This design comes from an exercise in tuning for small area, a short achievable clock period and few clock cycles per item on the open sky130 flow, not from production work.
Only simulation tests tie the RTL to the original design; equivalence was not proved.
Power figures rest on the tool's default switching activity, not on a simulated workload.

## flow/design.v (module list and top-level ports; edited modules follow where they fit)
// module cg_tree_mac: 1213 lines
// module cg_tree_sq: 1157 lines
// module cg_alpha_divider: 216 lines
// module cg_tree_upd: 1064 lines
// module cg_step_top: 320 lines
module cg_step_top
(
	input wire clk,
	input wire reset,
	input wire in_valid,
	input wire [127:0] in_elem,
	output logic busy,
	output logic out_valid,
	output logic [63:0] out_elem,
	output logic out_last,
	output logic zero_div
);
  // ...
==> flow/flow/run.sh <==
#!/bin/bash
set -euo pipefail
bash standard.sh SETUP_SLACK_MARGIN=7.0 finish > layout.log 2>&1
==> flow/standard.sh <==
#!/bin/bash
# synth_recipe.tcl (not shown) runs the flow's synth.tcl, then flattens the netlist and writes it again
# the make line also repeats each setting of config.mk as NAME=value (left out here)
make -C /OpenROAD-flow-scripts/flow DESIGN_CONFIG=/design/flow/config.mk WORK_HOME=/design/flow/orfs CLKGATE_MAP_FILE= SYNTH_SCRIPT=/design/flow/synth_recipe.tcl "${@:-finish}"
==> flow/config.mk <==
export PLATFORM = sky130hd
export DESIGN_NAME = cg_step_top
export DESIGN_NICKNAME = cg_step_top
export VERILOG_FILES = /design/flow/design.v
export SDC_FILE = /design/flow/constraint.sdc
export NUM_CORES = 4
export LEC_CHECK = 0
export CAP_MARGIN = 20
export CORE_MARGIN = 2
export CORE_UTILIZATION = 40
export SLEW_MARGIN = 20
==> flow/constraint.sdc <==
create_clock -name core_clock -period 12.0 [get_ports {clk}]
set_input_delay 2.4000 -clock core_clock [delete_from_list [all_inputs] [get_ports {clk}]]
set_output_delay 2.4000 -clock core_clock [all_outputs]
set_load 0.01 [all_outputs]
==> flow_summary.json, run 1 <==
{
  "met1_usage": 0.353,
  "status": "no timing/DRC/antenna violations",
  "synth-async-reset-ratio": 0,
  "netlist_area_um2": 220000,
  "pin_count": 199,
  "critPathCaptureType": "register",
  "gp_congestion": 0.921,
  "synth_top_family_by_area": "adder cells",
  "syn-num-nets": 19900,
  "cts_inserted_buffers": 364,
  "power_uw": 81800,
  "grt_antenna_before_repair": 108,
  "syn_inst": 17300,
  "startpoint": "pq0[29]",
  "ctsHtreeMaxLevel": 5,
  "finalClockSkew_ns": 0.119,
  "vias": 149000,
  "critPathMaxStageDelay_ns": 0.44,
  "ys_seq_area_frac": 0.439,
  "muxShareOfSynthArea": 0.0787,
  "buffers": 958,
  "p_int_uw": 44800,
  "p_seq_uw": 17200,
  "top_layer_used": "met5",
  "synth_compound_area_frac": 0.103,
  "multiInputGateArea_um2": 117000
}
Testbench counts, summed over its fixed seeds: cycles 1,197, items 128.
==> inputs of run 2 (changes only) <==
--- a/flow/config.mk
+++ b/flow/config.mk
@@ -8,4 +8,5 @@
 export CAP_MARGIN = 20
 export CORE_MARGIN = 2
-export CORE_UTILIZATION = 40
+export CORE_UTILIZATION = 50
+export PLACE_DENSITY = 0.7
 export SLEW_MARGIN = 20
==> flow_summary.json, run 2 <==
{
  "arrival_ns": 5.97,
  "ys_seq_area_frac": 0.439,
  "start_util": 0.502,
  "wl_per_cell_um": 29.1,
  "rows": 243,
  "drtIter0Drc": 20200,
  "powerDensity_nw_per_um2": 323,
  "final_common_cell": "edfxtp_1",
  "yosysWarnings": 3,
  "finalClockSkew_ns": 0.113,
  "route.detailed.drc": 0,
  "finalHoldViolCount": 0,
  "drt-total-wl_mm": 688,
  "post-route-min-period_ns": 5.31,
  "ys_types": 93,
  "p_sw_uw": 35700,
  "cts_buffer_depth": 4,
  "drive_gt1_frac": 0.152,
  "worst-path-buf-inv": 2,
  "ys_top_cells_by_area": "edfxtp_1 39%, fa_1 15%, mux4_2 6.6%",
  "cpMaxStageDelayCell": "or4_4",
  "synth_commonest_cells": "2,864 x edfxtp_1, 1,689 x fa_1, 1,548 x inv_1, 1,359 x a22oi_1, 1,141 x xor2_1",
  "netSwitchingFraction": 0.446,
  "final_nets": 19900,
  "grtUsageTotal": 0.304,
  "p_comb_frac": 0.642,
  "final_cell_mix": "2,864 x edfxtp_1, 1,687 x fa_1, 1,519 x inv_1, 1,346 x a22oi_1, 1,136 x xor2_1",
  "critPathMaxStageDelay_ns": 0.59,
  "grt_max_degree": 116,
  "clk_latency_ns": 1.01,
  "syn_avg_cell_area_um2": 12.7,
  "ctsHtreeMaxLevel": 5,
  "clk_pin_slew_worst_paths_ns": 0.06,
  "port_buffers": 198,
  "cts_inserted_buffers": 356,
  "critical_path.top_delay_family": "multiplexers",
  "synth-async-reset-ratio": 0,
  "critical_path_class": "reg2reg",
  "yosysMostFrequentCell": "edfxtp_1",
  "violations": "antenna rules",
  "ir_worst_vdd_uv": 736,
  "grt_antenna_before_repair": 110,
  "p_leak_uw": 0.0913,
  "setup_viol": 0,
  "synth_top_area_frac": 0.391,
  "cts_tree": "built",
  "worstPathRequired_ns": 12.66,
  "die_w_um": 667,
  "vias": 150000,
  "r2r-start": "pq0[60]",
  "maxCapViolations": 0,
  "critPathCaptureType": "register",
  "worst_slack_ns": 6.69,
  "design.core.area_um2": 438000,
  "synthFlopType": "edfxtp_1",
  "pin_count": 199,
  "avgViaCountPerCell": 6.35,
  "dpl_worst_slack_ns": 4.49,
  "dpl.hpwl_mm": 430,
  "largest_reg_flops": 2304,
  "seq_area_um2": 96800,
  "worst-path-max-fanout": 6,
  "area_delta_synth_final_pct": 12.7,
  "die_y_um": 667,
  "clk_root_buffer_cell": "clkbuf_16",
  "fmax_ghz": 0.188,
  "syn-num-nets": 19900,
  "synth_edf_count": 2864,
  "fin_crit_sh": 0.443,
  "cts_sinks": 3397,
  "grt_pass1_wl_mm": 1010,
  "multiInputGateArea_um2": 117000,
  "grt_pass1_vias": 151000,
  "fill_cells": 34500,
  "first_pass_iters": 9,
  "die_area_um2": 446000,
  "relSlewSlack": 0.199,
  "top_regs": "mem x2304, u0_e x128, pq0 x66",
  "hold_path.class": "reg2reg",
  "crit_path_start_kind": "register",
  "syn_inst": 17300,
  "postRouteAntennaNets": 1,
  "p_int_uw": 44300,
  "yosysTopAreaCell": "edfxtp_1",
  "min_from": "u0_last",
  "ys_seq_elements": 3397,
  "final_max_slew_viol_count": 0,
  "status": "complete, but fails checks",
  "worst_pin_slew_ns": 1.20,
  "rsz0062_at_grt": "true",
  "gp_congestion": 0.977,
  "grt_overflow": 0,
  "seq_power_share": 0.216,
  "top_register": "mem",
  "tns_ns": 0,
  "startpoint": "pq0[60]",
  "worstPathCellList": "or4_4 -> nor4_4 -> buf_6 -> mux2i_4 -> and2_4 -> mux2_4 -> o211ai_4 -> a222oi_1 -> mux2_4 -> a222oi_1 -> buf_4 -> nand2_2 -> o21a_1 -> mux4_2 -> a22oi_2 -> mux2i_1 -> a221o_1",
  "p_clk_frac": 0.142,
  "netlist_area_um2": 220000
}
-- run 2: changes by cell type in the layout (fill, tap and decap cells not counted), moves of 8 or more --
cell / delta
inv_1: -10
a21oi_2: -10
clkinv_1: +31
clkbuf_1: -36
o22ai_4: +8
buf_6: -30
mux2i_2: -8
o22ai_1: -11
diode_2: +22
inv_2: +9
a211oi_1: +10
a21oi_1: +12
buf_4: -17
mux2i_4: +9
-- run 2: cells by family after synthesis --
kind of cell | count (synthesis) | synth area share
flops | 3397 | 0.439
compound gates | 3299 | 0.103
buf+inv | 2750 | 0.0470
simple gates | 2579 | 0.0595
fa+ha+maj | 2403 | 0.194
xor+xnor | 1967 | 0.0783
mux | 923 | 0.0787
-- run 2: area by class of cell --
cell class / instances / share of cell area
Tap cell: 5880 / 0.0297
Multi-Input combinational cell: 11200 / 0.473
Clock inverter: 218 / 0.00951
Inverter: 1553 / 0.0237
Clock buffer: 449 / 0.0389
Timing Repair Buffer: 899 / 0.0338
Antenna cell: 45 / 0.000454
Sequential cell: 3397 / 0.390
Timing Repair inverter: 2 / 0.0000555
-- run 2: power by group through the flow --
stage	sequential, µW	combinational [µW]	clock, µW
floorplan	17000	34800	0
finish	17300	51400	11400
global placement	17400	49000	0
detailed placement	17400	50600	0
CTS	17200	51400	11500
global route	17300	58500	11900
-- run 2: stage by stage --
step,instances,total power [µW],area (µm²),hold slack [ns],util
final,23600,80100,248000,0.325,0.566
after global routing,23600,87700,248000,0.330,0.566
after CTS,23400,80100,244000,0.326,0.557
after detailed placement,22500,68100,228000,0.313,0.520
after global placement,22500,66400,228000,0.317,0.520
after floorplan,17300,51700,220000,0.310,-
-- run 2: worst paths after layout --
path,to,slack (ns),cells after the start
min reg2reg,u1_last,0.33,0
max reg2reg,u_div.work[34],6.69,17
min,u1_last,0.33,0
max,u_div.work[34],6.69,17
-- run 2: routing by layer --
layer | part of all wire | track usage | up-vias | wire [µm]
li1 | - | - | 62100 | -
met1 | 0.38 | 0.414 | 75700 | 261000
met2 | 0.44 | 0.461 | 9975 | 305000
met3 | 0.13 | 0.0861 | 2125 | 89400
met4 | 0.048 | 0.119 | 56 | 32800
met5 | 0.00062 | 0 | - | 429
-- run 2: repair_timing --
item	4_1_cts	5_1_grt
setup endpoints to repair	350	280
gates cloned	16	10
hold buffers	0	0
pin swaps	91	180
buffers inserted	186	161
resized for setup	522	544
-- run 2: worst register-to-register path, delay by kind of cell (launching register included) --
kind / cells / cell delay [ns]
AND/OR/NAND/NOR: 4 / 1.24
buffers and inverters: 2 / 0.43
flip-flops: 1 / 0.41
AO/OA/AOI/OAI: 6 / 1.39
multiplexers: 5 / 1.59

[what the ideal ports hide]
The flow's constraints put no driver on any port. The routed layouts listed below were extracted and timed again, unchanged, in two steps. Step 1 assumes that a clkbuf_16 drives the clock port and a buf_2 every other input. Step 2 moves the port delays by t, midway between the first and last clock arrival at a register: inputs arrive t later, outputs are due t later. That takes back most of the time a late clock gives input paths. Slacks: ideal / step 1 / step 2; pairs: ideal / step 1.
run | shift t [ns] | setup WS [ns] | hold slack, ns | worst setup path after step 2 | slew at the worst register clock pin (ns)
run 1 | 1.134 | 6.758 / 6.758 / 6.111 | 0.330 / 0.330 / 0.330 | input to register | 0.07 / 0.07
run 2 | 1.079 | 6.689 / 6.689 / 5.900 | 0.325 / 0.325 / 0.325 | input to register | 0.07 / 0.07
For run 2, which loses most, drivers alone change the setup slack by 0.000 ns; drivers and shift together by -0.789 ns.
